From an optimization exercise on the open Yosys and OpenROAD flow, aimed at small area and a short achievable clock period; shortcuts taken in it are not production practice. Function was not checked in any run shown here: the RTL went through the layout flow alone. Power is estimated from default activity; no workload was simulated.

## flow/design.v (module list and top-level ports; edited modules follow where they fit)
// module pp_init_stage: 31 lines
// module am_fa: 11 lines
// module csa_row_stage: 1482 lines
// module cpa_stage: 676 lines
// module am_mult_top: 49 lines
module am_mult_top
(
  input  logic                      clk,
  input  logic                      arst_n,
  input  logic [am_pkg::OP_W-1:0]   a,
  input  logic [am_pkg::OP_W-1:0]   b,
  output logic [am_pkg::PROD_W-1:0] product
);
  // ...
==> flow/flow/run.sh <==
#!/bin/bash
# The standard layout, with two changes to how ORFS builds it:
#  - ports are buffered with buf_2 (buffer_ports otherwise picks a slow
#    delay cell, which sits on every output path);
#  - repair_timing aims for 6.3 ns of setup slack at the design's period,
#    so that it sizes the critical paths (the SDC is not changed).
set -euo pipefail
echo 'export BUFFER_PORTS_ARGS = -buffer_cell sky130_fd_sc_hd__buf_2' >> config.mk
echo 'export SETUP_SLACK_MARGIN = 6.3' >> config.mk
bash standard.sh > standard.log 2>&1
==> flow/standard.sh <==
#!/bin/bash
# synth_recipe.tcl (not shown) runs the flow's synth.tcl, then flattens the netlist and writes it again
# the make line also repeats each setting of config.mk as NAME=value (left out here)
make -C /OpenROAD-flow-scripts/flow DESIGN_CONFIG=/design/flow/config.mk WORK_HOME=/design/flow/orfs CLKGATE_MAP_FILE= SYNTH_SCRIPT=/design/flow/synth_recipe.tcl "${@:-finish}"
==> flow/config.mk <==
export PLATFORM = sky130hd
export DESIGN_NAME = am_mult_top
export DESIGN_NICKNAME = am_mult_top
export VERILOG_FILES = /design/flow/design.v
export SDC_FILE = /design/flow/constraint.sdc
export NUM_CORES = 4
export LEC_CHECK = 0
export CAP_MARGIN = 50
export CORE_MARGIN = 2
export CORE_UTILIZATION = 65
export CTS_CLUSTER_DIAMETER = 120
export CTS_CLUSTER_SIZE = 22
export SLEW_MARGIN = 70
export SYNTH_HIERARCHICAL = 1
export SYNTH_MINIMUM_KEEP_SIZE = 0
export BUFFER_PORTS_ARGS = -buffer_cell sky130_fd_sc_hd__buf_2
export SETUP_SLACK_MARGIN = 6.3
==> flow/constraint.sdc <==
create_clock -name core_clock -period 9.5 [get_ports {clk}]
set_input_delay 1.9000 -clock core_clock [delete_from_list [all_inputs] [get_ports {clk}]]
set_output_delay 1.9000 -clock core_clock [all_outputs]
set_load 0.01 [all_outputs]
==> metrics.csv, run 1 <==
stage,metric,value,unit
final_layout,bufAreaShareNonClock,5.72,%
detailed_routing,ant_nets,0,
power,p_sw,3.73,mW
sta,skew,0.0401,ns
grt,grt_pass1_vias,15000,
grt,grt-ovfl-total,0,
final_layout,regArea,8170,sq um
power,power_frac_comb,60.5,%
yosys,syn_nets,2231,
yosys,synth_top_family_by_area,adder cells,
yosys,yosysTopAreaCell,dfxtp_1,
final_layout,layoutNonFillerInstCount,2334,
power,power_density,373,nW/um^2
clock_network,numCtsBuffers,21,
floorplan,dieArea,36900,sq um
yosys,syn_inst,1844,
detailed_routing,highest_layer,met4,
floorplan,tapCellCount,455,
min_path,whs_path_depth,0,
yosys,ys_top_cells_by_area,"dfxtp_1 (30%), fa_1 (23%), xnor2_1 (12%), a22oi_1 (7.8%), dfrtp_1 (5.8%)",
floorplan,coreArea,34700,sq um
clock_network,clockBufferDepth,3,
final_layout,fin_area,24300,sq um
setup_path,worst-r2r-cell-count,11,
yosys,yosys_warnings,10,
detailed_routing,wl_per_cell,23.9,um
placement,portBuffers,97,
grt,gr-max-usage-layer,met2,
grt,grt_max_degree,54,
sta,setup_viol,0,
setup_path,cpPeakStageDelay,0.57,ns
clock_network,cts-root-buf,clkbuf_16,
yosys,netlist_area,23000,sq um
outcome,status,"complete, no violations",
==> module pp_init_stage, before the edit <==
module pp_init_stage
(
  input  logic                     clk,
  input  logic [am_pkg::OP_W-1:0]  a,
  input  logic [am_pkg::OP_W-1:0]  b,
  output logic [am_pkg::OP_W-1:0]  a_q,
  output logic [am_pkg::NDIG-1:0]  one_q,
  output logic [am_pkg::NDIG-1:0]  two_q,
  output logic [am_pkg::NDIG-1:0]  neg_q,
  output logic                     b23_q
);
  logic [am_pkg::OP_W:0]   bx;
  logic [am_pkg::NDIG-1:0] one;
  logic [am_pkg::NDIG-1:0] two;
  logic [am_pkg::NDIG-1:0] neg;
  assign bx = {b, 1'b0};
  always_comb begin
    for (int i = 0; i < am_pkg::NDIG; i++) begin
      one[i] = bx[2*i+1] ^ bx[2*i];
      two[i] = (bx[2*i+2] & ~bx[2*i+1] & ~bx[2*i]) | (~bx[2*i+2] & bx[2*i+1] & bx[2*i]);
      neg[i] = bx[2*i+2];
    end
  end
  always_ff @(posedge clk) begin
    a_q   <= a;
    one_q <= one;
    two_q <= two;
    neg_q <= neg;
    b23_q <= b[am_pkg::OP_W-1];
  end
endmodule
==> inputs of run 2 (changes only) <==
--- a/flow/design.v
+++ b/flow/design.v
@@ -10,34 +10,44 @@
   input  logic [am_pkg::OP_W-1:0]  a,
   input  logic [am_pkg::OP_W-1:0]  b,
   output logic [am_pkg::OP_W-1:0]  a_q,
   output logic [am_pkg::NDIG-1:0]  one_q,
   output logic [am_pkg::NDIG-1:0]  two_q,
   output logic [am_pkg::NDIG-1:0]  neg_q,
   output logic                     b23_q
 );
-  logic [am_pkg::OP_W:0]   bx;
-  logic [am_pkg::NDIG-1:0] one;
-  logic [am_pkg::NDIG-1:0] two;
-  logic [am_pkg::NDIG-1:0] neg;
-  assign bx = {b, 1'b0};
+  logic [2:0][am_pkg::OP_W-1:0] a_r;
+  logic [2:0][am_pkg::OP_W-1:0] b_r;
+  logic [am_pkg::OP_W:0]        bx;
+  logic [am_pkg::NDIG-1:0]      one;
+  logic [am_pkg::NDIG-1:0]      two;
+  logic [am_pkg::NDIG-1:0]      neg;
+  always_ff @(posedge clk) begin
+    a_r[0] <= a;
+    b_r[0] <= b;
+    for (int i = 1; i < 3; i++) begin
+      a_r[i] <= a_r[i-1];
+      b_r[i] <= b_r[i-1];
+    end
+  end
+  assign bx = {b_r[2], 1'b0};
   always_comb begin
     for (int i = 0; i < am_pkg::NDIG; i++) begin
       one[i] = bx[2*i+1] ^ bx[2*i];
       two[i] = (bx[2*i+2] & ~bx[2*i+1] & ~bx[2*i]) | (~bx[2*i+2] & bx[2*i+1] & bx[2*i]);
       neg[i] = bx[2*i+2];
     end
   end
   always_ff @(posedge clk) begin
-    a_q   <= a;
+    a_q   <= a_r[2];
     one_q <= one;
     two_q <= two;
     neg_q <= neg;
-    b23_q <= b[am_pkg::OP_W-1];
+    b23_q <= b_r[2][am_pkg::OP_W-1];
   end
 endmodule
 module am_fa
 (
   input  logic x,
   input  logic y,
   input  logic z,
   output logic s,
@@ -1878,16 +1888,210 @@
   logic pg337;
   logic pp338;
   logic pg339;
   logic pp340;
   logic pg341;
   logic pp342;
   logic pg343;
   logic pp344;
+  logic pg345;
+  logic pp346;
+  logic pg347;
+  logic pp348;
+  logic pg349;
+  logic pp350;
+  logic pg351;
+  logic pp352;
+  logic pg353;
+  logic pp354;
+  logic pg355;
+  logic pp356;
+  logic pg357;
+  logic pp358;
+  logic pg359;
+  logic pp360;
+  logic pg361;
+  logic pp362;
+  logic pg363;
+  logic pp364;
+  logic pg365;
+  logic pp366;
+  logic pg367;
+  logic pp368;
+  logic pg369;
+  logic pp370;
+  logic pg371;
+  logic pp372;
+  logic pg373;
+  logic pp374;
+  logic pg375;
+  logic pp376;
+  logic pg377;
+  logic pp378;
+  logic pg379;
+  logic pp380;
+  logic pg381;
+  logic pp382;
+  logic pg383;
+  logic pp384;
+  logic pg385;
+  logic pp386;
+  logic pg387;
+  logic pp388;
+  logic pg389;
+  logic pp390;
+  logic pg391;
+  logic pp392;
+  logic pg393;
+  logic pp394;
+  logic pg395;
+  logic pp396;
+  logic pg397;
+  logic pp398;
+  logic pg399;
+  logic pp400;
+  logic pg401;
+  logic pp402;
+  logic pg403;
+  logic pp404;
+  logic pg405;
+  logic pp406;
+  logic pg407;
+  logic pp408;
+  logic pg409;
+  logic pp410;
+  logic pg411;
+  logic pp412;
+  logic pg413;
+  logic pp414;
+  logic pg415;
+  logic pp416;
+  logic pg417;
+  logic pp418;
+  logic pg419;
+  logic pp420;
+  logic pg421;
+  logic pp422;
+  logic pg423;
+  logic pp424;
+  logic pg425;
+  logic pp426;
+  logic pg427;
+  logic pp428;
+  logic pg429;
+  logic pp430;
+  logic pg431;
+  logic pp432;
+  logic pg433;
+  logic pp434;
+  logic pg435;
+  logic pp436;
+  logic pg437;
+  logic pp438;
+  logic pg439;
+  logic pp440;
+  logic pg441;
+  logic pp442;
+  logic pg443;
+  logic pp444;
+  logic pg445;
+  logic pp446;
+  logic pg447;
+  logic pp448;
+  logic pg449;
+  logic pp450;
+  logic pg451;
+  logic pp452;
+  logic pg453;
+  logic pp454;
+  logic pg455;
+  logic pp456;
+  logic pg457;
+  logic pp458;
+  logic pg459;
+  logic pp460;
+  logic pg461;
+  logic pp462;
+  logic pg463;
+  logic pp464;
+  logic pg465;
+  logic pp466;
+  logic pg467;
+  logic pp468;
+  logic pg469;
+  logic pp470;
+  logic pg471;
+  logic pp472;
+  logic pg473;
+  logic pp474;
+  logic pg475;
+  logic pp476;
+  logic pg477;
+  logic pp478;
+  logic pg479;
+  logic pp480;
+  logic pg481;
+  logic pp482;
+  logic pg483;
+  logic pp484;
+  logic pg485;
+  logic pp486;
+  logic pg487;
+  logic pp488;
+  logic pg489;
+  logic pp490;
+  logic pg491;
+  logic pp492;
+  logic pg493;
+  logic pp494;
+  logic pg495;
+  logic pp496;
+  logic pg497;
+  logic pp498;
+  logic pg499;
+  logic pp500;
+  logic pg501;
+  logic pp502;
+  logic pg503;
+  logic pp504;
+  logic pg505;
+  logic pp506;
+  logic pg507;
+  logic pp508;
+  logic pg509;
+  logic pp510;
+  logic pg511;
+  logic pp512;
+  logic pg513;
+  logic pp514;
+  logic pg515;
+  logic pp516;
+  logic pg517;
+  logic pp518;
+  logic pg519;
+  logic pp520;
+  logic pg521;
+  logic pp522;
+  logic pg523;
+  logic pp524;
+  logic pg525;
+  logic pp526;
+  logic pg527;
+  logic pp528;
+  logic pg529;
+  logic pp530;
+  logic pg531;
+  logic pp532;
+  logic pg533;
+  logic pp534;
+  logic pg535;
+  logic pp536;
+  logic pg537;
+  logic pp538;
   assign uh1 = cs[4] ^ cs[5];
   assign ug2 = cs[4] & cs[5];
   am_fa fa_us3 (.x(cs[7]), .y(cs[8]), .z(cs[9]), .s(us3), .c(uc4));
   am_fa fa_us5 (.x(cs[10]), .y(cs[11]), .z(cs[12]), .s(us5), .c(uc6));
   am_fa fa_us7 (.x(cs[13]), .y(cs[14]), .z(cs[15]), .s(us7), .c(uc8));
   am_fa fa_us9 (.x(cs[16]), .y(cs[17]), .z(cs[18]), .s(us9), .c(uc10));
   am_fa fa_us11 (.x(cs[19]), .y(cs[20]), .z(cs[21]), .s(us11), .c(uc12));
   am_fa fa_us13 (.x(cs[22]), .y(cs[23]), .z(cs[24]), .s(us13), .c(uc14));
@@ -1929,283 +2133,471 @@
   am_fa fa_us85 (.x(cs[130]), .y(cs[131]), .z(cs[132]), .s(us85), .c(uc86));
   am_fa fa_us87 (.x(cs[133]), .y(cs[134]), .z(cs[135]), .s(us87), .c(uc88));
   assign x = {cs[136], uc86, uc84, uc82, uc80, uc78, uc76, uc74, uc72, uc70, uc68, uc66, uc64, uc62, uc60, uc58, uc56, uc54, uc52, uc50, uc48, uc46, uc44, uc42, uc40, uc38, uc36, uc34, uc32, uc30, uc28, uc26, uc24, uc22, uc20, uc18, uc16, uc14, uc12, uc10, uc8, uc6, uc4, ug2, cs[6], cs[3], cs[2], cs[0]};
   assign y = {uc88, us87, us85, us83, us81, us79, us77, us75, us73, us71, us69, us67, us65, us63, us61, us59, us57, us55, us53, us51, us49, us47, us45, us43, us41, us39, us37, us35, us33, us31, us29, us27, us25, us23, us21, us19, us17, us15, us13, us11, us9, us7, us5, us3, uh1, 1'b0, 1'b0, cs[1]};
   assign p = x ^ y;
   assign g = x & y;
   assign pg89 = g[1] | (p[1] & g[0]);
   assign pp90 = p[1] & p[0];
-  assign pg91 = g[3] | (p[3] & g[2]);
-  assign pp92 = p[3] & p[2];
-  assign pg93 = g[5] | (p[5] & g[4]);
-  assign pp94 = p[5] & p[4];
-  assign pg95 = g[7] | (p[7] & g[6]);
-  assign pp96 = p[7] & p[6];
-  assign pg97 = g[9] | (p[9] & g[8]);
-  assign pp98 = p[9] & p[8];
-  assign pg99 = g[11] | (p[11] & g[10]);
-  assign pp100 = p[11] & p[10];
-  assign pg101 = g[13] | (p[13] & g[12]);
-  assign pp102 = p[13] & p[12];
-  assign pg103 = g[15] | (p[15] & g[14]);
-  assign pp104 = p[15] & p[14];
-  assign pg105 = g[17] | (p[17] & g[16]);
-  assign pp106 = p[17] & p[16];
-  assign pg107 = g[19] | (p[19] & g[18]);
-  assign pp108 = p[19] & p[18];
-  assign pg109 = g[21] | (p[21] & g[20]);
-  assign pp110 = p[21] & p[20];
-  assign pg111 = g[23] | (p[23] & g[22]);
-  assign pp112 = p[23] & p[22];
-  assign pg113 = g[25] | (p[25] & g[24]);
-  assign pp114 = p[25] & p[24];
-  assign pg115 = g[27] | (p[27] & g[26]);
-  assign pp116 = p[27] & p[26];
-  assign pg117 = g[29] | (p[29] & g[28]);
-  assign pp118 = p[29] & p[28];
-  assign pg119 = g[31] | (p[31] & g[30]);
-  assign pp120 = p[31] & p[30];
-  assign pg121 = g[33] | (p[33] & g[32]);
-  assign pp122 = p[33] & p[32];
-  assign pg123 = g[35] | (p[35] & g[34]);
-  assign pp124 = p[35] & p[34];
-  assign pg125 = g[37] | (p[37] & g[36]);
-  assign pp126 = p[37] & p[36];
-  assign pg127 = g[39] | (p[39] & g[38]);
-  assign pp128 = p[39] & p[38];
-  assign pg129 = g[41] | (p[41] & g[40]);
-  assign pp130 = p[41] & p[40];
-  assign pg131 = g[43] | (p[43] & g[42]);
-  assign pp132 = p[43] & p[42];
-  assign pg133 = g[45] | (p[45] & g[44]);
-  assign pp134 = p[45] & p[44];
-  assign pg135 = g[47] | (p[47] & g[46]);
-  assign pp136 = p[47] & p[46];
-  assign pg137 = g[2] | (p[2] & pg89);
-  assign pp138 = p[2] & pp90;
-  assign pg139 = pg91 | (pp92 & pg89);
-  assign pp140 = pp92 & pp90;
-  assign pg141 = g[6] | (p[6] & pg93);
-  assign pp142 = p[6] & pp94;
-  assign pg143 = pg95 | (pp96 & pg93);
-  assign pp144 = pp96 & pp94;
-  assign pg145 = g[10] | (p[10] & pg97);
-  assign pp146 = p[10] & pp98;
-  assign pg147 = pg99 | (pp100 & pg97);
-  assign pp148 = pp100 & pp98;
-  assign pg149 = g[14] | (p[14] & pg101);
-  assign pp150 = p[14] & pp102;
-  assign pg151 = pg103 | (pp104 & pg101);
-  assign pp152 = pp104 & pp102;
-  assign pg153 = g[18] | (p[18] & pg105);
-  assign pp154 = p[18] & pp106;
-  assign pg155 = pg107 | (pp108 & pg105);
-  assign pp156 = pp108 & pp106;
-  assign pg157 = g[22] | (p[22] & pg109);
-  assign pp158 = p[22] & pp110;
-  assign pg159 = pg111 | (pp112 & pg109);
-  assign pp160 = pp112 & pp110;
-  assign pg161 = g[26] | (p[26] & pg113);
-  assign pp162 = p[26] & pp114;
-  assign pg163 = pg115 | (pp116 & pg113);
-  assign pp164 = pp116 & pp114;
-  assign pg165 = g[30] | (p[30] & pg117);
-  assign pp166 = p[30] & pp118;
-  assign pg167 = pg119 | (pp120 & pg117);
-  assign pp168 = pp120 & pp118;
-  assign pg169 = g[34] | (p[34] & pg121);
-  assign pp170 = p[34] & pp122;
-  assign pg171 = pg123 | (pp124 & pg121);
-  assign pp172 = pp124 & pp122;
-  assign pg173 = g[38] | (p[38] & pg125);
-  assign pp174 = p[38] & pp126;
-  assign pg175 = pg127 | (pp128 & pg125);
-  assign pp176 = pp128 & pp126;
-  assign pg177 = g[42] | (p[42] & pg129);
-  assign pp178 = p[42] & pp130;
-  assign pg179 = pg131 | (pp132 & pg129);
-  assign pp180 = pp132 & pp130;
-  assign pg181 = g[46] | (p[46] & pg133);
-  assign pp182 = p[46] & pp134;
-  assign pg183 = pg135 | (pp136 & pg133);
-  assign pp184 = pp136 & pp134;
-  assign pg185 = g[4] | (p[4] & pg139);
-  assign pp186 = p[4] & pp140;
-  assign pg187 = pg93 | (pp94 & pg139);
-  assign pp188 = pp94 & pp140;
-  assign pg189 = pg141 | (pp142 & pg139);
-  assign pp190 = pp142 & pp140;
-  assign pg191 = pg143 | (pp144 & pg139);
-  assign pp192 = pp144 & pp140;
-  assign pg193 = g[12] | (p[12] & pg147);
-  assign pp194 = p[12] & pp148;
-  assign pg195 = pg101 | (pp102 & pg147);
-  assign pp196 = pp102 & pp148;
-  assign pg197 = pg149 | (pp150 & pg147);
-  assign pp198 = pp150 & pp148;
-  assign pg199 = pg151 | (pp152 & pg147);
-  assign pp200 = pp152 & pp148;
-  assign pg201 = g[20] | (p[20] & pg155);
-  assign pp202 = p[20] & pp156;
-  assign pg203 = pg109 | (pp110 & pg155);
-  assign pp204 = pp110 & pp156;
-  assign pg205 = pg157 | (pp158 & pg155);
-  assign pp206 = pp158 & pp156;
-  assign pg207 = pg159 | (pp160 & pg155);
-  assign pp208 = pp160 & pp156;
-  assign pg209 = g[28] | (p[28] & pg163);
-  assign pp210 = p[28] & pp164;
-  assign pg211 = pg117 | (pp118 & pg163);
-  assign pp212 = pp118 & pp164;
-  assign pg213 = pg165 | (pp166 & pg163);
-  assign pp214 = pp166 & pp164;
-  assign pg215 = pg167 | (pp168 & pg163);
-  assign pp216 = pp168 & pp164;
-  assign pg217 = g[36] | (p[36] & pg171);
-  assign pp218 = p[36] & pp172;
-  assign pg219 = pg125 | (pp126 & pg171);
-  assign pp220 = pp126 & pp172;
-  assign pg221 = pg173 | (pp174 & pg171);
-  assign pp222 = pp174 & pp172;
-  assign pg223 = pg175 | (pp176 & pg171);
-  assign pp224 = pp176 & pp172;
-  assign pg225 = g[44] | (p[44] & pg179);
-  assign pp226 = p[44] & pp180;
-  assign pg227 = pg133 | (pp134 & pg179);
-  assign pp228 = pp134 & pp180;
-  assign pg229 = pg181 | (pp182 & pg179);
-  assign pp230 = pp182 & pp180;
-  assign pg231 = pg183 | (pp184 & pg179);
-  assign pp232 = pp184 & pp180;
-  assign pg233 = g[8] | (p[8] & pg191);
-  assign pp234 = p[8] & pp192;
-  assign pg235 = pg97 | (pp98 & pg191);
-  assign pp236 = pp98 & pp192;
-  assign pg237 = pg145 | (pp146 & pg191);
-  assign pp238 = pp146 & pp192;
-  assign pg239 = pg147 | (pp148 & pg191);
-  assign pp240 = pp148 & pp192;
-  assign pg241 = pg193 | (pp194 & pg191);
-  assign pp242 = pp194 & pp192;
-  assign pg243 = pg195 | (pp196 & pg191);
-  assign pp244 = pp196 & pp192;
-  assign pg245 = pg197 | (pp198 & pg191);
-  assign pp246 = pp198 & pp192;
-  assign pg247 = pg199 | (pp200 & pg191);
-  assign pp248 = pp200 & pp192;
-  assign pg249 = g[24] | (p[24] & pg207);
-  assign pp250 = p[24] & pp208;
-  assign pg251 = pg113 | (pp114 & pg207);
-  assign pp252 = pp114 & pp208;
-  assign pg253 = pg161 | (pp162 & pg207);
-  assign pp254 = pp162 & pp208;
-  assign pg255 = pg163 | (pp164 & pg207);
-  assign pp256 = pp164 & pp208;
-  assign pg257 = pg209 | (pp210 & pg207);
-  assign pp258 = pp210 & pp208;
-  assign pg259 = pg211 | (pp212 & pg207);
-  assign pp260 = pp212 & pp208;
-  assign pg261 = pg213 | (pp214 & pg207);
-  assign pp262 = pp214 & pp208;
-  assign pg263 = pg215 | (pp216 & pg207);
-  assign pp264 = pp216 & pp208;
-  assign pg265 = g[40] | (p[40] & pg223);
-  assign pp266 = p[40] & pp224;
-  assign pg267 = pg129 | (pp130 & pg223);
-  assign pp268 = pp130 & pp224;
-  assign pg269 = pg177 | (pp178 & pg223);
-  assign pp270 = pp178 & pp224;
-  assign pg271 = pg179 | (pp180 & pg223);
-  assign pp272 = pp180 & pp224;
-  assign pg273 = pg225 | (pp226 & pg223);
-  assign pp274 = pp226 & pp224;
-  assign pg275 = pg227 | (pp228 & pg223);
-  assign pp276 = pp228 & pp224;
-  assign pg277 = pg229 | (pp230 & pg223);
-  assign pp278 = pp230 & pp224;
-  assign pg279 = pg231 | (pp232 & pg223);
-  assign pp280 = pp232 & pp224;
-  assign pg281 = g[16] | (p[16] & pg247);
-  assign pp282 = p[16] & pp248;
-  assign pg283 = pg105 | (pp106 & pg247);
-  assign pp284 = pp106 & pp248;
-  assign pg285 = pg153 | (pp154 & pg247);
-  assign pp286 = pp154 & pp248;
-  assign pg287 = pg155 | (pp156 & pg247);
-  assign pp288 = pp156 & pp248;
-  assign pg289 = pg201 | (pp202 & pg247);
-  assign pp290 = pp202 & pp248;
-  assign pg291 = pg203 | (pp204 & pg247);
-  assign pp292 = pp204 & pp248;
-  assign pg293 = pg205 | (pp206 & pg247);
-  assign pp294 = pp206 & pp248;
-  assign pg295 = pg207 | (pp208 & pg247);
-  assign pp296 = pp208 & pp248;
-  assign pg297 = pg249 | (pp250 & pg247);
-  assign pp298 = pp250 & pp248;
-  assign pg299 = pg251 | (pp252 & pg247);
-  assign pp300 = pp252 & pp248;
-  assign pg301 = pg253 | (pp254 & pg247);
-  assign pp302 = pp254 & pp248;
-  assign pg303 = pg255 | (pp256 & pg247);
-  assign pp304 = pp256 & pp248;
-  assign pg305 = pg257 | (pp258 & pg247);
-  assign pp306 = pp258 & pp248;
-  assign pg307 = pg259 | (pp260 & pg247);
-  assign pp308 = pp260 & pp248;
-  assign pg309 = pg261 | (pp262 & pg247);
-  assign pp310 = pp262 & pp248;
-  assign pg311 = pg263 | (pp264 & pg247);
-  assign pp312 = pp264 & pp248;
-  assign pg313 = g[32] | (p[32] & pg311);
-  assign pp314 = p[32] & pp312;
-  assign pg315 = pg121 | (pp122 & pg311);
-  assign pp316 = pp122 & pp312;
-  assign pg317 = pg169 | (pp170 & pg311);
-  assign pp318 = pp170 & pp312;
-  assign pg319 = pg171 | (pp172 & pg311);
-  assign pp320 = pp172 & pp312;
-  assign pg321 = pg217 | (pp218 & pg311);
-  assign pp322 = pp218 & pp312;
-  assign pg323 = pg219 | (pp220 & pg311);
-  assign pp324 = pp220 & pp312;
-  assign pg325 = pg221 | (pp222 & pg311);
-  assign pp326 = pp222 & pp312;
-  assign pg327 = pg223 | (pp224 & pg311);
-  assign pp328 = pp224 & pp312;
-  assign pg329 = pg265 | (pp266 & pg311);
-  assign pp330 = pp266 & pp312;
-  assign pg331 = pg267 | (pp268 & pg311);
-  assign pp332 = pp268 & pp312;
-  assign pg333 = pg269 | (pp270 & pg311);
-  assign pp334 = pp270 & pp312;
-  assign pg335 = pg271 | (pp272 & pg311);
-  assign pp336 = pp272 & pp312;
-  assign pg337 = pg273 | (pp274 & pg311);
-  assign pp338 = pp274 & pp312;
-  assign pg339 = pg275 | (pp276 & pg311);
-  assign pp340 = pp276 & pp312;
-  assign pg341 = pg277 | (pp278 & pg311);
-  assign pp342 = pp278 & pp312;
-  assign pg343 = pg279 | (pp280 & pg311);
-  assign pp344 = pp280 & pp312;
-  assign cy = {pg343, pg341, pg339, pg337, pg335, pg333, pg331, pg329, pg327, pg325, pg323, pg321, pg319, pg317, pg315, pg313, pg311, pg309, pg307, pg305, pg303, pg301, pg299, pg297, pg295, pg293, pg291, pg289, pg287, pg285, pg283, pg281, pg247, pg245, pg243, pg241, pg239, pg237, pg235, pg233, pg191, pg189, pg187, pg185, pg139, pg137, pg89, g[0]};
+  assign pg91 = g[2] | (p[2] & g[1]);
+  assign pp92 = p[2] & p[1];
+  assign pg93 = g[3] | (p[3] & g[2]);
+  assign pp94 = p[3] & p[2];
+  assign pg95 = g[4] | (p[4] & g[3]);
+  assign pp96 = p[4] & p[3];
+  assign pg97 = g[5] | (p[5] & g[4]);
+  assign pp98 = p[5] & p[4];
+  assign pg99 = g[6] | (p[6] & g[5]);
+  assign pp100 = p[6] & p[5];
+  assign pg101 = g[7] | (p[7] & g[6]);
+  assign pp102 = p[7] & p[6];
+  assign pg103 = g[8] | (p[8] & g[7]);
+  assign pp104 = p[8] & p[7];
+  assign pg105 = g[9] | (p[9] & g[8]);
+  assign pp106 = p[9] & p[8];
+  assign pg107 = g[10] | (p[10] & g[9]);
+  assign pp108 = p[10] & p[9];
+  assign pg109 = g[11] | (p[11] & g[10]);
+  assign pp110 = p[11] & p[10];
+  assign pg111 = g[12] | (p[12] & g[11]);
+  assign pp112 = p[12] & p[11];
+  assign pg113 = g[13] | (p[13] & g[12]);
+  assign pp114 = p[13] & p[12];
+  assign pg115 = g[14] | (p[14] & g[13]);
+  assign pp116 = p[14] & p[13];
+  assign pg117 = g[15] | (p[15] & g[14]);
+  assign pp118 = p[15] & p[14];
+  assign pg119 = g[16] | (p[16] & g[15]);
+  assign pp120 = p[16] & p[15];
+  assign pg121 = g[17] | (p[17] & g[16]);
+  assign pp122 = p[17] & p[16];
+  assign pg123 = g[18] | (p[18] & g[17]);
+  assign pp124 = p[18] & p[17];
+  assign pg125 = g[19] | (p[19] & g[18]);
+  assign pp126 = p[19] & p[18];
+  assign pg127 = g[20] | (p[20] & g[19]);
+  assign pp128 = p[20] & p[19];
+  assign pg129 = g[21] | (p[21] & g[20]);
+  assign pp130 = p[21] & p[20];
+  assign pg131 = g[22] | (p[22] & g[21]);
+  assign pp132 = p[22] & p[21];
+  assign pg133 = g[23] | (p[23] & g[22]);
+  assign pp134 = p[23] & p[22];
+  assign pg135 = g[24] | (p[24] & g[23]);
+  assign pp136 = p[24] & p[23];
+  assign pg137 = g[25] | (p[25] & g[24]);
+  assign pp138 = p[25] & p[24];
+  assign pg139 = g[26] | (p[26] & g[25]);
+  assign pp140 = p[26] & p[25];
+  assign pg141 = g[27] | (p[27] & g[26]);
+  assign pp142 = p[27] & p[26];
+  assign pg143 = g[28] | (p[28] & g[27]);
+  assign pp144 = p[28] & p[27];
+  assign pg145 = g[29] | (p[29] & g[28]);
+  assign pp146 = p[29] & p[28];
+  assign pg147 = g[30] | (p[30] & g[29]);
+  assign pp148 = p[30] & p[29];
+  assign pg149 = g[31] | (p[31] & g[30]);
+  assign pp150 = p[31] & p[30];
+  assign pg151 = g[32] | (p[32] & g[31]);
+  assign pp152 = p[32] & p[31];
+  assign pg153 = g[33] | (p[33] & g[32]);
+  assign pp154 = p[33] & p[32];
+  assign pg155 = g[34] | (p[34] & g[33]);
+  assign pp156 = p[34] & p[33];
+  assign pg157 = g[35] | (p[35] & g[34]);
+  assign pp158 = p[35] & p[34];
+  assign pg159 = g[36] | (p[36] & g[35]);
+  assign pp160 = p[36] & p[35];
+  assign pg161 = g[37] | (p[37] & g[36]);
+  assign pp162 = p[37] & p[36];
+  assign pg163 = g[38] | (p[38] & g[37]);
+  assign pp164 = p[38] & p[37];
+  assign pg165 = g[39] | (p[39] & g[38]);
+  assign pp166 = p[39] & p[38];
+  assign pg167 = g[40] | (p[40] & g[39]);
+  assign pp168 = p[40] & p[39];
+  assign pg169 = g[41] | (p[41] & g[40]);
+  assign pp170 = p[41] & p[40];
+  assign pg171 = g[42] | (p[42] & g[41]);
+  assign pp172 = p[42] & p[41];
+  assign pg173 = g[43] | (p[43] & g[42]);
+  assign pp174 = p[43] & p[42];
+  assign pg175 = g[44] | (p[44] & g[43]);
+  assign pp176 = p[44] & p[43];
+  assign pg177 = g[45] | (p[45] & g[44]);
+  assign pp178 = p[45] & p[44];
+  assign pg179 = g[46] | (p[46] & g[45]);
+  assign pp180 = p[46] & p[45];
+  assign pg181 = g[47] | (p[47] & g[46]);
+  assign pp182 = p[47] & p[46];
+  assign pg183 = pg91 | (pp92 & g[0]);
+  assign pp184 = pp92 & p[0];
+  assign pg185 = pg93 | (pp94 & pg89);
+  assign pp186 = pp94 & pp90;
+  assign pg187 = pg95 | (pp96 & pg91);
+  assign pp188 = pp96 & pp92;
+  assign pg189 = pg97 | (pp98 & pg93);
+  assign pp190 = pp98 & pp94;
+  assign pg191 = pg99 | (pp100 & pg95);
+  assign pp192 = pp100 & pp96;
+  assign pg193 = pg101 | (pp102 & pg97);
+  assign pp194 = pp102 & pp98;
+  assign pg195 = pg103 | (pp104 & pg99);
+  assign pp196 = pp104 & pp100;
+  assign pg197 = pg105 | (pp106 & pg101);
+  assign pp198 = pp106 & pp102;
+  assign pg199 = pg107 | (pp108 & pg103);
+  assign pp200 = pp108 & pp104;
+  assign pg201 = pg109 | (pp110 & pg105);
+  assign pp202 = pp110 & pp106;
+  assign pg203 = pg111 | (pp112 & pg107);
+  assign pp204 = pp112 & pp108;
+  assign pg205 = pg113 | (pp114 & pg109);
+  assign pp206 = pp114 & pp110;
+  assign pg207 = pg115 | (pp116 & pg111);
+  assign pp208 = pp116 & pp112;
+  assign pg209 = pg117 | (pp118 & pg113);
+  assign pp210 = pp118 & pp114;
+  assign pg211 = pg119 | (pp120 & pg115);
+  assign pp212 = pp120 & pp116;
+  assign pg213 = pg121 | (pp122 & pg117);
+  assign pp214 = pp122 & pp118;
+  assign pg215 = pg123 | (pp124 & pg119);
+  assign pp216 = pp124 & pp120;
+  assign pg217 = pg125 | (pp126 & pg121);
+  assign pp218 = pp126 & pp122;
+  assign pg219 = pg127 | (pp128 & pg123);
+  assign pp220 = pp128 & pp124;
+  assign pg221 = pg129 | (pp130 & pg125);
+  assign pp222 = pp130 & pp126;
+  assign pg223 = pg131 | (pp132 & pg127);
+  assign pp224 = pp132 & pp128;
+  assign pg225 = pg133 | (pp134 & pg129);
+  assign pp226 = pp134 & pp130;
+  assign pg227 = pg135 | (pp136 & pg131);
+  assign pp228 = pp136 & pp132;
+  assign pg229 = pg137 | (pp138 & pg133);
+  assign pp230 = pp138 & pp134;
+  assign pg231 = pg139 | (pp140 & pg135);
+  assign pp232 = pp140 & pp136;
+  assign pg233 = pg141 | (pp142 & pg137);
+  assign pp234 = pp142 & pp138;
+  assign pg235 = pg143 | (pp144 & pg139);
+  assign pp236 = pp144 & pp140;
+  assign pg237 = pg145 | (pp146 & pg141);
+  assign pp238 = pp146 & pp142;
+  assign pg239 = pg147 | (pp148 & pg143);
+  assign pp240 = pp148 & pp144;
+  assign pg241 = pg149 | (pp150 & pg145);
+  assign pp242 = pp150 & pp146;
+  assign pg243 = pg151 | (pp152 & pg147);
+  assign pp244 = pp152 & pp148;
+  assign pg245 = pg153 | (pp154 & pg149);
+  assign pp246 = pp154 & pp150;
+  assign pg247 = pg155 | (pp156 & pg151);
+  assign pp248 = pp156 & pp152;
+  assign pg249 = pg157 | (pp158 & pg153);
+  assign pp250 = pp158 & pp154;
+  assign pg251 = pg159 | (pp160 & pg155);
+  assign pp252 = pp160 & pp156;
+  assign pg253 = pg161 | (pp162 & pg157);
+  assign pp254 = pp162 & pp158;
+  assign pg255 = pg163 | (pp164 & pg159);
+  assign pp256 = pp164 & pp160;
+  assign pg257 = pg165 | (pp166 & pg161);
+  assign pp258 = pp166 & pp162;
+  assign pg259 = pg167 | (pp168 & pg163);
+  assign pp260 = pp168 & pp164;
+  assign pg261 = pg169 | (pp170 & pg165);
+  assign pp262 = pp170 & pp166;
+  assign pg263 = pg171 | (pp172 & pg167);
+  assign pp264 = pp172 & pp168;
+  assign pg265 = pg173 | (pp174 & pg169);
+  assign pp266 = pp174 & pp170;
+  assign pg267 = pg175 | (pp176 & pg171);
+  assign pp268 = pp176 & pp172;
+  assign pg269 = pg177 | (pp178 & pg173);
+  assign pp270 = pp178 & pp174;
+  assign pg271 = pg179 | (pp180 & pg175);
+  assign pp272 = pp180 & pp176;
+  assign pg273 = pg181 | (pp182 & pg177);
+  assign pp274 = pp182 & pp178;
+  assign pg275 = pg187 | (pp188 & g[0]);
+  assign pp276 = pp188 & p[0];
+  assign pg277 = pg189 | (pp190 & pg89);
+  assign pp278 = pp190 & pp90;
+  assign pg279 = pg191 | (pp192 & pg183);
+  assign pp280 = pp192 & pp184;
+  assign pg281 = pg193 | (pp194 & pg185);
+  assign pp282 = pp194 & pp186;
+  assign pg283 = pg195 | (pp196 & pg187);
+  assign pp284 = pp196 & pp188;
+  assign pg285 = pg197 | (pp198 & pg189);
+  assign pp286 = pp198 & pp190;
+  assign pg287 = pg199 | (pp200 & pg191);
+  assign pp288 = pp200 & pp192;
+  assign pg289 = pg201 | (pp202 & pg193);
+  assign pp290 = pp202 & pp194;
+  assign pg291 = pg203 | (pp204 & pg195);
+  assign pp292 = pp204 & pp196;
+  assign pg293 = pg205 | (pp206 & pg197);
+  assign pp294 = pp206 & pp198;
+  assign pg295 = pg207 | (pp208 & pg199);
+  assign pp296 = pp208 & pp200;
+  assign pg297 = pg209 | (pp210 & pg201);
+  assign pp298 = pp210 & pp202;
+  assign pg299 = pg211 | (pp212 & pg203);
+  assign pp300 = pp212 & pp204;
+  assign pg301 = pg213 | (pp214 & pg205);
+  assign pp302 = pp214 & pp206;
+  assign pg303 = pg215 | (pp216 & pg207);
+  assign pp304 = pp216 & pp208;
+  assign pg305 = pg217 | (pp218 & pg209);
+  assign pp306 = pp218 & pp210;
+  assign pg307 = pg219 | (pp220 & pg211);
+  assign pp308 = pp220 & pp212;
+  assign pg309 = pg221 | (pp222 & pg213);
+  assign pp310 = pp222 & pp214;
+  assign pg311 = pg223 | (pp224 & pg215);
+  assign pp312 = pp224 & pp216;
+  assign pg313 = pg225 | (pp226 & pg217);
+  assign pp314 = pp226 & pp218;
+  assign pg315 = pg227 | (pp228 & pg219);
+  assign pp316 = pp228 & pp220;
+  assign pg317 = pg229 | (pp230 & pg221);
+  assign pp318 = pp230 & pp222;
+  assign pg319 = pg231 | (pp232 & pg223);
+  assign pp320 = pp232 & pp224;
+  assign pg321 = pg233 | (pp234 & pg225);
+  assign pp322 = pp234 & pp226;
+  assign pg323 = pg235 | (pp236 & pg227);
+  assign pp324 = pp236 & pp228;
+  assign pg325 = pg237 | (pp238 & pg229);
+  assign pp326 = pp238 & pp230;
+  assign pg327 = pg239 | (pp240 & pg231);
+  assign pp328 = pp240 & pp232;
+  assign pg329 = pg241 | (pp242 & pg233);
+  assign pp330 = pp242 & pp234;
+  assign pg331 = pg243 | (pp244 & pg235);
+  assign pp332 = pp244 & pp236;
+  assign pg333 = pg245 | (pp246 & pg237);
+  assign pp334 = pp246 & pp238;
+  assign pg335 = pg247 | (pp248 & pg239);
+  assign pp336 = pp248 & pp240;
+  assign pg337 = pg249 | (pp250 & pg241);
+  assign pp338 = pp250 & pp242;
+  assign pg339 = pg251 | (pp252 & pg243);
+  assign pp340 = pp252 & pp244;
+  assign pg341 = pg253 | (pp254 & pg245);
+  assign pp342 = pp254 & pp246;
+  assign pg343 = pg255 | (pp256 & pg247);
+  assign pp344 = pp256 & pp248;
+  assign pg345 = pg257 | (pp258 & pg249);
+  assign pp346 = pp258 & pp250;
+  assign pg347 = pg259 | (pp260 & pg251);
+  assign pp348 = pp260 & pp252;
+  assign pg349 = pg261 | (pp262 & pg253);
+  assign pp350 = pp262 & pp254;
+  assign pg351 = pg263 | (pp264 & pg255);
+  assign pp352 = pp264 & pp256;
+  assign pg353 = pg265 | (pp266 & pg257);
+  assign pp354 = pp266 & pp258;
+  assign pg355 = pg267 | (pp268 & pg259);
+  assign pp356 = pp268 & pp260;
+  assign pg357 = pg269 | (pp270 & pg261);
+  assign pp358 = pp270 & pp262;
+  assign pg359 = pg271 | (pp272 & pg263);
+  assign pp360 = pp272 & pp264;
+  assign pg361 = pg273 | (pp274 & pg265);
+  assign pp362 = pp274 & pp266;
+  assign pg363 = pg283 | (pp284 & g[0]);
+  assign pp364 = pp284 & p[0];
+  assign pg365 = pg285 | (pp286 & pg89);
+  assign pp366 = pp286 & pp90;
+  assign pg367 = pg287 | (pp288 & pg183);
+  assign pp368 = pp288 & pp184;
+  assign pg369 = pg289 | (pp290 & pg185);
+  assign pp370 = pp290 & pp186;
+  assign pg371 = pg291 | (pp292 & pg275);
+  assign pp372 = pp292 & pp276;
+  assign pg373 = pg293 | (pp294 & pg277);
+  assign pp374 = pp294 & pp278;
+  assign pg375 = pg295 | (pp296 & pg279);
+  assign pp376 = pp296 & pp280;
+  assign pg377 = pg297 | (pp298 & pg281);
+  assign pp378 = pp298 & pp282;
+  assign pg379 = pg299 | (pp300 & pg283);
+  assign pp380 = pp300 & pp284;
+  assign pg381 = pg301 | (pp302 & pg285);
+  assign pp382 = pp302 & pp286;
+  assign pg383 = pg303 | (pp304 & pg287);
+  assign pp384 = pp304 & pp288;
+  assign pg385 = pg305 | (pp306 & pg289);
+  assign pp386 = pp306 & pp290;
+  assign pg387 = pg307 | (pp308 & pg291);
+  assign pp388 = pp308 & pp292;
+  assign pg389 = pg309 | (pp310 & pg293);
+  assign pp390 = pp310 & pp294;
+  assign pg391 = pg311 | (pp312 & pg295);
+  assign pp392 = pp312 & pp296;
+  assign pg393 = pg313 | (pp314 & pg297);
+  assign pp394 = pp314 & pp298;
+  assign pg395 = pg315 | (pp316 & pg299);
+  assign pp396 = pp316 & pp300;
+  assign pg397 = pg317 | (pp318 & pg301);
+  assign pp398 = pp318 & pp302;
+  assign pg399 = pg319 | (pp320 & pg303);
+  assign pp400 = pp320 & pp304;
+  assign pg401 = pg321 | (pp322 & pg305);
+  assign pp402 = pp322 & pp306;
+  assign pg403 = pg323 | (pp324 & pg307);
+  assign pp404 = pp324 & pp308;
+  assign pg405 = pg325 | (pp326 & pg309);
+  assign pp406 = pp326 & pp310;
+  assign pg407 = pg327 | (pp328 & pg311);
+  assign pp408 = pp328 & pp312;
+  assign pg409 = pg329 | (pp330 & pg313);
+  assign pp410 = pp330 & pp314;
+  assign pg411 = pg331 | (pp332 & pg315);
+  assign pp412 = pp332 & pp316;
+  assign pg413 = pg333 | (pp334 & pg317);
+  assign pp414 = pp334 & pp318;
+  assign pg415 = pg335 | (pp336 & pg319);
+  assign pp416 = pp336 & pp320;
+  assign pg417 = pg337 | (pp338 & pg321);
+  assign pp418 = pp338 & pp322;
+  assign pg419 = pg339 | (pp340 & pg323);
+  assign pp420 = pp340 & pp324;
+  assign pg421 = pg341 | (pp342 & pg325);
+  assign pp422 = pp342 & pp326;
+  assign pg423 = pg343 | (pp344 & pg327);
+  assign pp424 = pp344 & pp328;
+  assign pg425 = pg345 | (pp346 & pg329);
+  assign pp426 = pp346 & pp330;
+  assign pg427 = pg347 | (pp348 & pg331);
+  assign pp428 = pp348 & pp332;
+  assign pg429 = pg349 | (pp350 & pg333);
+  assign pp430 = pp350 & pp334;
+  assign pg431 = pg351 | (pp352 & pg335);
+  assign pp432 = pp352 & pp336;
+  assign pg433 = pg353 | (pp354 & pg337);
+  assign pp434 = pp354 & pp338;
+  assign pg435 = pg355 | (pp356 & pg339);
+  assign pp436 = pp356 & pp340;
+  assign pg437 = pg357 | (pp358 & pg341);
+  assign pp438 = pp358 & pp342;
+  assign pg439 = pg359 | (pp360 & pg343);
+  assign pp440 = pp360 & pp344;
+  assign pg441 = pg361 | (pp362 & pg345);
+  assign pp442 = pp362 & pp346;
+  assign pg443 = pg379 | (pp380 & g[0]);
+  assign pp444 = pp380 & p[0];
+  assign pg445 = pg381 | (pp382 & pg89);
+  assign pp446 = pp382 & pp90;
+  assign pg447 = pg383 | (pp384 & pg183);
+  assign pp448 = pp384 & pp184;
+  assign pg449 = pg385 | (pp386 & pg185);
+  assign pp450 = pp386 & pp186;
+  assign pg451 = pg387 | (pp388 & pg275);
+  assign pp452 = pp388 & pp276;
+  assign pg453 = pg389 | (pp390 & pg277);
+  assign pp454 = pp390 & pp278;
+  assign pg455 = pg391 | (pp392 & pg279);
+  assign pp456 = pp392 & pp280;
+  assign pg457 = pg393 | (pp394 & pg281);
+  assign pp458 = pp394 & pp282;
+  assign pg459 = pg395 | (pp396 & pg363);
+  assign pp460 = pp396 & pp364;
+  assign pg461 = pg397 | (pp398 & pg365);
+  assign pp462 = pp398 & pp366;
+  assign pg463 = pg399 | (pp400 & pg367);
+  assign pp464 = pp400 & pp368;
+  assign pg465 = pg401 | (pp402 & pg369);
+  assign pp466 = pp402 & pp370;
+  assign pg467 = pg403 | (pp404 & pg371);
+  assign pp468 = pp404 & pp372;
+  assign pg469 = pg405 | (pp406 & pg373);
+  assign pp470 = pp406 & pp374;
+  assign pg471 = pg407 | (pp408 & pg375);
+  assign pp472 = pp408 & pp376;
+  assign pg473 = pg409 | (pp410 & pg377);
+  assign pp474 = pp410 & pp378;
+  assign pg475 = pg411 | (pp412 & pg379);
+  assign pp476 = pp412 & pp380;
+  assign pg477 = pg413 | (pp414 & pg381);
+  assign pp478 = pp414 & pp382;
+  assign pg479 = pg415 | (pp416 & pg383);
+  assign pp480 = pp416 & pp384;
+  assign pg481 = pg417 | (pp418 & pg385);
+  assign pp482 = pp418 & pp386;
+  assign pg483 = pg419 | (pp420 & pg387);
+  assign pp484 = pp420 & pp388;
+  assign pg485 = pg421 | (pp422 & pg389);
+  assign pp486 = pp422 & pp390;
+  assign pg487 = pg423 | (pp424 & pg391);
+  assign pp488 = pp424 & pp392;
+  assign pg489 = pg425 | (pp426 & pg393);
+  assign pp490 = pp426 & pp394;
+  assign pg491 = pg427 | (pp428 & pg395);
+  assign pp492 = pp428 & pp396;
+  assign pg493 = pg429 | (pp430 & pg397);
+  assign pp494 = pp430 & pp398;
+  assign pg495 = pg431 | (pp432 & pg399);
+  assign pp496 = pp432 & pp400;
+  assign pg497 = pg433 | (pp434 & pg401);
+  assign pp498 = pp434 & pp402;
+  assign pg499 = pg435 | (pp436 & pg403);
+  assign pp500 = pp436 & pp404;
+  assign pg501 = pg437 | (pp438 & pg405);
+  assign pp502 = pp438 & pp406;
+  assign pg503 = pg439 | (pp440 & pg407);
+  assign pp504 = pp440 & pp408;
+  assign pg505 = pg441 | (pp442 & pg409);
+  assign pp506 = pp442 & pp410;
+  assign pg507 = pg475 | (pp476 & g[0]);
+  assign pp508 = pp476 & p[0];
+  assign pg509 = pg477 | (pp478 & pg89);
+  assign pp510 = pp478 & pp90;
+  assign pg511 = pg479 | (pp480 & pg183);
+  assign pp512 = pp480 & pp184;
+  assign pg513 = pg481 | (pp482 & pg185);
+  assign pp514 = pp482 & pp186;
+  assign pg515 = pg483 | (pp484 & pg275);
+  assign pp516 = pp484 & pp276;
+  assign pg517 = pg485 | (pp486 & pg277);
+  assign pp518 = pp486 & pp278;
+  assign pg519 = pg487 | (pp488 & pg279);
+  assign pp520 = pp488 & pp280;
+  assign pg521 = pg489 | (pp490 & pg281);
+  assign pp522 = pp490 & pp282;
+  assign pg523 = pg491 | (pp492 & pg363);
+  assign pp524 = pp492 & pp364;
+  assign pg525 = pg493 | (pp494 & pg365);
+  assign pp526 = pp494 & pp366;
+  assign pg527 = pg495 | (pp496 & pg367);
+  assign pp528 = pp496 & pp368;
+  assign pg529 = pg497 | (pp498 & pg369);
+  assign pp530 = pp498 & pp370;
+  assign pg531 = pg499 | (pp500 & pg371);
+  assign pp532 = pp500 & pp372;
+  assign pg533 = pg501 | (pp502 & pg373);
+  assign pp534 = pp502 & pp374;
+  assign pg535 = pg503 | (pp504 & pg375);
+  assign pp536 = pp504 & pp376;
+  assign pg537 = pg505 | (pp506 & pg377);
+  assign pp538 = pp506 & pp378;
+  assign cy = {pg537, pg535, pg533, pg531, pg529, pg527, pg525, pg523, pg521, pg519, pg517, pg515, pg513, pg511, pg509, pg507, pg473, pg471, pg469, pg467, pg465, pg463, pg461, pg459, pg457, pg455, pg453, pg451, pg449, pg447, pg445, pg443, pg377, pg375, pg373, pg371, pg369, pg367, pg365, pg363, pg281, pg279, pg277, pg275, pg185, pg183, pg89, g[0]};
   assign sum = p ^ {cy[am_pkg::PROD_W-2:0], 1'b0};
-  logic [2:0][am_pkg::PROD_W-1:0] p_r;
-  always_ff @(posedge clk) begin
-    p_r[0] <= sum;
-    p_r[1] <= p_r[0];
-    p_r[2] <= p_r[1];
-  end
   always_ff @(posedge clk or negedge arst_n) begin
     if (!arst_n) begin
       product <= '0;
     end else begin
-      product <= valid ? p_r[2] : '0;
+      product <= valid ? sum : '0;
     end
   end
 endmodule
 module am_mult_top
 (
   input  logic                      clk,
   input  logic                      arst_n,
   input  logic [am_pkg::OP_W-1:0]   a,
==> flow/config.mk (replaced) <==
export PLATFORM = sky130hd
export DESIGN_NAME = am_mult_top
export DESIGN_NICKNAME = am_mult_top
export VERILOG_FILES = /design/flow/design.v
export SDC_FILE = /design/flow/constraint.sdc
export NUM_CORES = 4
export LEC_CHECK = 0
export CAP_MARGIN = 50
export CORE_MARGIN = 2
export CORE_UTILIZATION = 65
export SLEW_MARGIN = 70
export SYNTH_HIERARCHICAL = 1
export SYNTH_MINIMUM_KEEP_SIZE = 0
export BUFFER_PORTS_ARGS = -buffer_cell sky130_fd_sc_hd__buf_2
export SETUP_SLACK_MARGIN = 6.3
==> metrics.csv, run 2 <==
stage,metric,value,unit,change
sta,finalCritPeriodShare,33.5,%,was 34.6%
setup_path,critPathLaunch,tree_i.cs_q[26],,was tree_i.cs_q[35]
final_layout,syn_to_final_growth,9.07,%,was 5.79%
power,p_total,11.2,mW,was 9.06 mW
grt,grt-ovfl-total,0,,unchanged
floorplan,rows,70,,was 68
setup_path,critPathLaunchType,flip-flop,,unchanged
sta,period_needed,3.18,ns,was 3.29 ns
sta,hold_viol,0,,unchanged
yosys,yosysTopAreaCell,dfxtp_1,,unchanged
detailed_routing,wl_per_cell,24.5,um,was 23.9 um
clock_network,htree_levels,2,,was 1
yosys,synth_common_cells,"dfxtp_1 (341), xnor2_1 (321), fa_1 (265)",,"was dfxtp_1 (341), xnor2_1 (315), fa_1 (269)"
final_layout,n_antenna_cell,0,,unchanged
detailed_routing,ant_nets,0,,unchanged
detailed_routing,dr_total_vias,16100,,was 14500
clock_network,clkTransAtPathRegs,0.06,ns,was 0.09 ns
placement,portBuffers,97,,unchanged
final_layout,top_register,tree_i.cs_q,,was cpa_i.p_r
clock_network,cts.sinks,394,,unchanged
detailed_routing,drc_errors,0,,unchanged
floorplan,io_pins,98,,unchanged
grt,track_usage,33.1,%,was 30.9%
yosys,yosys_warnings,10,,unchanged
setup_path,crit_fanout,5,,was 4
yosys,synth_top_area_share,28.7,%,was 29.7%
yosys,synth_cell_type_count,66,,was 61
sta,fmaxAchievable,314,MHz,was 304 MHz
final_layout,largest_reg_flops,137,,was 144
power,ir_worst_vdd,285,uV,was 215 uV
final_layout,reg.largest.list,"tree_i.cs_q x137, ops_i.a_r x72, ops_i.b_r x72",,"was cpa_i.p_r x144, tree_i.cs_q x137, cpa_i.product x48"
sta,skew,0.0238,ns,was 0.0401 ns
detailed_routing,wl,62.3,mm,was 55.9 mm
setup_path,rr_startpoint,tree_i.cs_q[26],,was tree_i.cs_q[35]
sta,rsz0062_at_grt,true,,unchanged
power,p_leak,10.2,nW,was 9.63 nW
yosys,ys.flop_type,dfxtp_1,,unchanged
final_layout,drive_gt1_share,16.8,%,was 14.5%
yosys,synth_edf_count,0,,unchanged
placement,gp_congestion,0.907,,was 0.881
final_layout,final_cell_mix,"dfxtp_1 (333), xnor2_1 (321), fa_1 (262)",,"was dfxtp_1 (336), xnor2_1 (314), fa_1 (269)"
clock_network,clockBufferDepth,3,,unchanged
grt,grt_first_pass_wirelength,95.8,mm,was 86.2 mm
min_path,hold_start,ops_i.b_r[9],,was cpa_i.p_r[69]
final_layout,nets,2422,,was 2257
sta,slew_viol_final,0,,unchanged
clock_network,insertion_delay,0.59,ns,was 0.58 ns
yosys,ys_async_sr_fraction,13.5,%,unchanged
power,power_density,432,nW/um^2,was 373 nW/um^2
grt,grt_max_degree,58,,was 54
min_path,hold_class,reg2reg,,unchanged
grt,grt_pass1_vias,17200,,was 15000
yosys,ys_top_cells_by_area,"dfxtp_1 (29%), fa_1 (22%), xnor2_1 (12%), a22oi_1 (7.9%), dfrtp_1 (5.6%)",,"was dfxtp_1 (30%), fa_1 (23%), xnor2_1 (12%), a22oi_1 (7.8%), dfrtp_1 (5.8%)"
yosys,ys_ff_latch,394,,unchanged
grt,antenna_found_initial,0,,unchanged
yosys,synth.most_common_cell,dfxtp_1,,unchanged
detailed_routing,first_iter_violations,1400,,was 1385
yosys,syn_nets,2383,,was 2231
yosys,netlist_area,23800,sq um,was 23000 sq um
setup_path,crit_path_end_kind,flip-flop,,unchanged
floorplan,fp.dieW,195,um,was 192 um
sta,fin_setup_tns,0,ns,unchanged
final_layout,finalCoreUtilization,71.4,%,was 70.0%
setup_path,cp.arrival,3.68,ns,was 3.74 ns
yosys,yosysSeqAreaShare,34.3,%,was 35.5%
clock_network,cts-root-buf,clkbuf_16,,unchanged
floorplan,start_util,65.4,%,was 66.2%
setup_path,cp_data_required_time,10.00,ns,was 9.95 ns
outcome,status,"complete, no violations",,unchanged
placement,dp.final_hpwl,38.1,mm,was 34.8 mm
detailed_routing,via_per_inst,6.32,,was 6.21
setup_path,critPathKind,reg2reg,,unchanged
yosys,syn_inst,2001,,was 1844
yosys,syn_avg_cell_area,11.9,sq um,was 12.5 sq um
floorplan,dieArea,38100,sq um,was 36900 sq um
clock_network,numCtsBuffers,43,,was 21
final_layout,final_common_cell,dfxtp_1,,unchanged
floorplan,coreArea,36300,sq um,was 34700 sq um
placement,dp_cells,2442,,was 2293
clock_network,cts_tree,done,,unchanged
final_layout,layoutNonFillerInstCount,2541,,was 2334
sta,finalHoldWorstSlack,0.321,ns,was 0.315 ns
clock_network,cts-hold-fix-buffers,0,,unchanged
sta,setup_viol,0,,unchanged
run,cap_violations,0,,unchanged
floorplan,die_h,195,um,was 192 um
detailed_routing,drtPass1Iterations,6,,was 7
## run 2: cell count changes in the layout (fill, tap and decap cells not counted), sizes merged, moves of 11 or more
| cell | change |
|---|---|
| and2 | -11 |
| buf | +11 |
| a21oi | +35 |
| clkbuf | +20 |
| nand2 | +30 |
| clkinv | +11 |
| o21ai | +22 |
## run 2: power breakdown
part / total (mW) / switching (mW) / internal (mW) / leakage [nW]
registers: 2.34 / 0.212 / 2.12 / 3.55
logic: 7.22 / 3.98 / 3.25 / 5.99
clock network: 1.64 / 0.699 / 0.939 / 0.681
## run 2: layout make-up
| class | instances | area (sq um) |
|---|---|---|
| clock buffer | 53 | 1150 |
| multi-input combinational | 1394 | 14300 |
| sequential | 394 | 8170 |
| fill | 2554 | 10400 |
| clock inverter | 25 | 262 |
| tap | 468 | 586 |
| inverter | 31 | 116 |
| timing repair buffer | 176 | 1320 |
## run 2: Yosys stat by module (local to each module, per instance)
module | flip-flops and latches | times used | cells
am_fa | 0 | 265 | 1
csa_row_stage | 137 | 1 | 961
cpa_stage | 48 | 1 | 519
am_mult_top | 5 | 1 | 6
pp_init_stage | 204 | 1 | 250
## run 2: kinds of logic (layout without fill, tap and decap cells)
family | after synthesis | after routing | share of synthesized area, %
compound gates | 458 | 458 | 14.1
flops | 394 | 394 | 34.3
xor+xnor | 345 | 345 | 12.7
other cells | 1 | 1 | 0.0158
simple gates | 250 | 250 | 5.60
fa+ha+maj | 332 | 332 | 25.8
mux | 8 | 8 | 0.337
buf+inv | 213 | 285 | 7.11
## run 2: worst paths after layout
check	to	slack (ns)	cells past startpoint
setup / recovery	cpa_i.product[37]	6.32	12
hold / removal	ops_i.b_r[33]	0.32	0
setup reg to reg	cpa_i.product[37]	6.32	12
hold reg to reg	ops_i.b_r[33]	0.32	0
max in group asynchronous	cpa_i.product[44]	7.85	3
min in group asynchronous	cpa_i.product[0]	1.24	2
## run 2: worst max-delay path, cell delays in order, from the launching register on
cell and delay (ns):
dfxtp_1 0.32, fa_1 0.53, ha_4 0.33, o21ai_0 0.09, nand2b_1 0.19, a21oi_2 0.08, or4_4 0.52, a2111oi_4 0.38
buf_4 0.20, buf_6 0.11, o21bai_4 0.06, a21o_1 0.16, a21boi_1 0.13
## run 2: repair_timing
action                                  in CTS  in global routing
setup buffers                               13                  7
pin swaps                                   20                 23
hold endpoints to repair                     0                  0
gates resized for setup                     36                 85
endpoints found under the setup margin      15                 44
## run 2: metrics by stage
stage / cell area, sq um / setup WS, ns
2_1_floorplan: 23800 / 6.45
3_3_place_gp: 23700 / 6.02
3_5_place_dp: 23800 / 6.01
4_1_cts: 25500 / 6.16
5_1_grt: 25900 / 6.20
6_report: 25900 / 6.32
## run 2: per-layer routing
metal / vias to the layer above / track usage, % / share of wire, %
met2: 1036 / 51.4 / 45
met1: 7936 / 43.7 / 40
met3: 191 / 10.1 / 12
met4: 0 / 12.7 / 3.4
met5: - / 0 / 0
li1: 6891 / - / -

-- what the ideal ports hide --
The flow's constraints put no driver on any port. The routed layouts listed below were extracted and timed again, unchanged, in two steps. Step 1: set_driving_cell puts a clkbuf_16 on clk and a buf_2 on each other input, an assumption about the parent block. Step 2 moves the port delays by t, midway between the first and last clock arrival at a register: inputs arrive t later, outputs are due t later. That takes back most of the time a late clock gives input paths. Three values: ideal ports, drivers, drivers and shift; two values: the first two.
run	t, ns	setup WS [ns]	worst hold slack (ns)
run 1	0.613	6.214 / 6.214 / 6.214	0.315 / 0.315 / 0.315
run 2	0.627	6.319 / 6.319 / 6.319	0.321 / 0.321 / 0.321
After both steps setup and hold are still met in every run listed.
